Source: an optimization exercise on an open RTL-to-GDS flow (aim: small area, a short achievable clock period and few clock cycles per item). Production flows keep margins and buffers that such runs may drop.
Power and IR drop assume default switching activity.

the previous run:
==> flow/design.v <==
`timescale 1ns/100ps
`default_nettype none
module fetch_top (
    input  logic  clk_in,
    input  logic  br_reset,
    input  logic  stall,
    input  logic  redirect_valid,
    input  logic [31:0] redirect_pc,
    output logic  out_valid,
    output logic [31:0] out_ins,
    output logic [31:0] out_pc,
    output logic [31:0] out_pred_pc,
    input  logic  upd_valid,
    input  logic [31:0] upd_pc,
    input  logic  upd_taken,
    output logic  mem_req,
    output logic [31:0] mem_addr,
    input  logic  mem_ack,
    input  logic [31:0] mem_data
);
    localparam logic [6:0] OP_JAL    = 7'b1101111;
    localparam logic [6:0] OP_BRANCH = 7'b1100011;
    logic [1:0]  ctr_q [16];
    logic [31:2] addr_q;      
    logic [31:2] np_q;        
    logic        stale_q;     
    logic        discard;
    logic        deliver;
    logic [31:2] next_pc;
    assign mem_addr    = {addr_q, 2'b00};
    assign out_pc      = {addr_q, 2'b00};
    assign out_pred_pc = {np_q, 2'b00};
    assign discard = mem_req && mem_ack && (stale_q || redirect_valid);
    assign deliver = mem_req && mem_ack && !stale_q && !redirect_valid && !stall;
    logic        is_jal, is_br;
    logic [18:0] j_imm;       
    logic [10:0] b_imm;       
    logic [18:0] j_lo;
    logic        j_c;
    logic [10:0] b_lo;
    logic        b_c;
    logic [10:0] j_hi;
    logic [18:0] b_hi;
    logic [29:0] seq_pc;
    assign is_jal = (mem_data[6:0] == OP_JAL);
    assign is_br  = (mem_data[6:0] == OP_BRANCH) && ctr_q[addr_q[5:2]][1];
    assign j_imm  = {mem_data[31], mem_data[19:12], mem_data[20], mem_data[30:22]};
    assign b_imm  = {mem_data[31], mem_data[7], mem_data[30:25], mem_data[11:9]};
    pfx_add #(.N(19)) j_add (.a(addr_q[20:2]), .b(j_imm), .s(j_lo), .co(j_c));
    pfx_add #(.N(11)) b_add (.a(addr_q[12:2]), .b(b_imm), .s(b_lo), .co(b_c));
    always_comb begin
        case ({j_imm[18], j_c})
            2'b01:   j_hi = addr_q[31:21] + 11'd1;
            2'b10:   j_hi = addr_q[31:21] - 11'd1;
            default: j_hi = addr_q[31:21];
        endcase
        case ({b_imm[10], b_c})
            2'b01:   b_hi = addr_q[31:13] + 19'd1;
            2'b10:   b_hi = addr_q[31:13] - 19'd1;
            default: b_hi = addr_q[31:13];
        endcase
    end
    assign seq_pc = addr_q + 30'd1;
    assign next_pc = is_jal ? {j_hi, j_lo} : is_br ? {b_hi, b_lo} : seq_pc;
    always_ff @(posedge clk_in) begin
        if (br_reset) begin
            mem_req   <= 1'b0;
            out_valid <= 1'b0;
            stale_q   <= 1'b0;
            addr_q    <= '0;
            np_q      <= '0;
        end else begin
            out_valid <= deliver;
            if (!mem_req) begin
                mem_req <= 1'b1;
                stale_q <= 1'b0;
                addr_q  <= redirect_valid ? redirect_pc[31:2] : np_q;
            end else begin
                if (redirect_valid) begin
                    np_q    <= redirect_pc[31:2];
                    stale_q <= 1'b1;
                end
                if (discard) begin
                    mem_req <= 1'b0;
                end
                if (deliver) begin
                    mem_req <= 1'b0;
                    np_q    <= next_pc;
                end
            end
        end
    end
    always_ff @(posedge clk_in) begin
        if (deliver) begin
            out_ins <= mem_data;
        end
    end
    always_ff @(posedge clk_in) begin
        if (br_reset) begin
            for (int i = 0; i < 16; i++) begin
                ctr_q[i] <= 2'b01;
            end
        end else if (upd_valid) begin
            if (upd_taken) begin
                if (ctr_q[upd_pc[5:2]] != 2'b11) begin
                    ctr_q[upd_pc[5:2]] <= ctr_q[upd_pc[5:2]] + 2'b01;
                end
            end else begin
                if (ctr_q[upd_pc[5:2]] != 2'b00) begin
                    ctr_q[upd_pc[5:2]] <= ctr_q[upd_pc[5:2]] - 2'b01;
                end
            end
        end
    end
endmodule
module pfx_add #(
    parameter int N = 8
) (
    input  logic [N-1:0] a,
    input  logic [N-1:0] b,
    output logic [N-1:0] s,
    output logic         co
);
    localparam int L = $clog2(N);
    logic [N-1:0] g [L+1];
    logic [N-1:0] p [L+1];
    logic [N-1:0] x;
    assign x    = a ^ b;
    assign g[0] = a & b;
    assign p[0] = x;
    for (genvar l = 0; l < L; l++) begin : lvl
        for (genvar i = 0; i < N; i++) begin : bit_
            if ((i >> l) & 1) begin : comb
                localparam int J = ((i >> l) << l) - 1;
                assign g[l+1][i] = g[l][i] | (p[l][i] & g[l][J]);
                assign p[l+1][i] = p[l][i] & p[l][J];
            end else begin : pass
                assign g[l+1][i] = g[l][i];
                assign p[l+1][i] = p[l][i];
            end
        end
    end
    assign s  = x ^ {g[L][N-2:0], 1'b0};
    assign co = g[L][N-1];
endmodule
`default_nettype wire
Settings: LEC_CHECK=0, ABC_CLOCK_PERIOD_IN_PS=2400, CAP_MARGIN=20, CORE_MARGIN=8, CORE_UTILIZATION=40, SETUP_SLACK_MARGIN=3.6, SLEW_MARGIN=20; clock period 6.0 ns.
run.sh (not shown) runs the stock make flow with config.mk's settings and CLKGATE_MAP_FILE= SYNTH_SCRIPT=/design/flow/synth_recipe.tcl, a recipe that flattens the netlist after the stock synthesis.
The previous run completed end to end with timing, DRC and antenna clean.
> inputs changed (the previous run -> the current run)
-- flow/design.v --
<<< the previous run, line 49
    pfx_add #(.N(19)) j_add (.a(addr_q[20:2]), .b(j_imm), .s(j_lo), .co(j_c));
    pfx_add #(.N(11)) b_add (.a(addr_q[12:2]), .b(b_imm), .s(b_lo), .co(b_c));
    always_comb begin
        case ({j_imm[18], j_c})
            2'b01:   j_hi = addr_q[31:21] + 11'd1;
            2'b10:   j_hi = addr_q[31:21] - 11'd1;
            default: j_hi = addr_q[31:21];
        endcase
        case ({b_imm[10], b_c})
            2'b01:   b_hi = addr_q[31:13] + 19'd1;
            2'b10:   b_hi = addr_q[31:13] - 19'd1;
            default: b_hi = addr_q[31:13];
        endcase
    end
    assign seq_pc = addr_q + 30'd1;
    assign next_pc = is_jal ? {j_hi, j_lo} : is_br ? {b_hi, b_lo} : seq_pc;
    always_ff @(posedge clk_in) begin
>>> the current run, line 49
    pfx_add #(.N(19)) j_add (.a(addr_q[20:2]), .b(j_imm), .s(j_lo), .co(j_c));
    pfx_add #(.N(11)) b_add (.a(addr_q[12:2]), .b(b_imm), .s(b_lo), .co(b_c));
    logic [10:0] j_inc, j_dec;
    logic [18:0] b_inc, b_dec;
    incdec #(.N(11)) j_id (.x(addr_q[31:21]), .inc(j_inc), .dec(j_dec));
    incdec #(.N(19)) b_id (.x(addr_q[31:13]), .inc(b_inc), .dec(b_dec));
    incdec #(.N(30)) s_id (.x(addr_q[31:2]),  .inc(seq_pc), .dec());
    always_comb begin
        case ({j_imm[18], j_c})
            2'b01:   j_hi = j_inc;
            2'b10:   j_hi = j_dec;
            default: j_hi = addr_q[31:21];
        endcase
        case ({b_imm[10], b_c})
            2'b01:   b_hi = b_inc;
            2'b10:   b_hi = b_dec;
            default: b_hi = addr_q[31:13];
        endcase
    end
    assign next_pc = is_jal ? {j_hi, j_lo} : is_br ? {b_hi, b_lo} : seq_pc;
    always_ff @(posedge clk_in) begin
<<< the previous run, line 144
    assign co = g[L][N-1];
endmodule
`default_nettype wire
>>> the current run, line 148
    assign co = g[L][N-1];
endmodule
module incdec #(
    parameter int N = 8
) (
    input  logic [N-1:0] x,
    output logic [N-1:0] inc,
    output logic [N-1:0] dec
);
    logic [N-1:0] ones;      
    logic [N-1:0] zeros;     
    assign ones[0]  = 1'b1;
    assign zeros[0] = 1'b1;
    for (genvar i = 1; i < N; i++) begin : bit_
        assign ones[i]  = &x[i-1:0];
        assign zeros[i] = ~|x[i-1:0];
    end
    assign inc = x ^ ones;
    assign dec = x ^ zeros;
endmodule
`default_nettype wire
--- outcome ---
Slowest stage cell on the critical path = fa_2: the previous run; slowest stage cell on the critical path = or4_4: the current run. [compare] base=the previous run new=the current run: gate count of the mapped netlist fell by about 10%; minimum clock period fell by 0.44 ns; routed wire length shrank by 6.3%; met2 routed wirelength shows a reduction of 2100 um; relative contribution of combinational cells to total power now smaller. Diff the previous run -> the current run: area after synthesis decreased 730 um^2, area after detailed placement decreased about 9%, clock-cell share of area increased 0.92 points.
No run of this note included a check of the RTL's function; only the layout flow was run.

[re-timing with driven ports]
Ports are ideal in the flow. The routed layouts listed here were re-timed in OpenROAD.
Step 1: set_driving_cell puts a clkbuf_16 on clk_in and a buf_2 on each other input, an assumption about the parent block.
Step 2 adds t to the input delays and takes it off the output delays; t is the mean of the earliest and latest rising clock arrival at the registers after step 1. Input paths then give back, and output paths get back, about the clock's delay inside the block.
Three values: ideal ports, drivers, drivers and shift; two values: the first two.
| run | t, ns | setup slack, ns | hold slack, ns | latest minus earliest clock arrival (ns) | pins driven straight from the clock port |
|---|---|---|---|---|---|
| the previous run | 0.478 | 1.225 / 1.240 / 0.761 | 0.518 / 0.518 / 0.518 | 0.012 / 0.011 | 1 |
| the current run | 0.469 | 1.668 / 1.676 / 1.207 | 0.545 / 0.545 / 0.545 | 0.011 / 0.010 | 1 |
After both steps every run listed still meets setup and hold. For the previous run, which loses most, drivers alone change the setup slack by +0.015 ns; drivers and shift together by -0.464 ns.
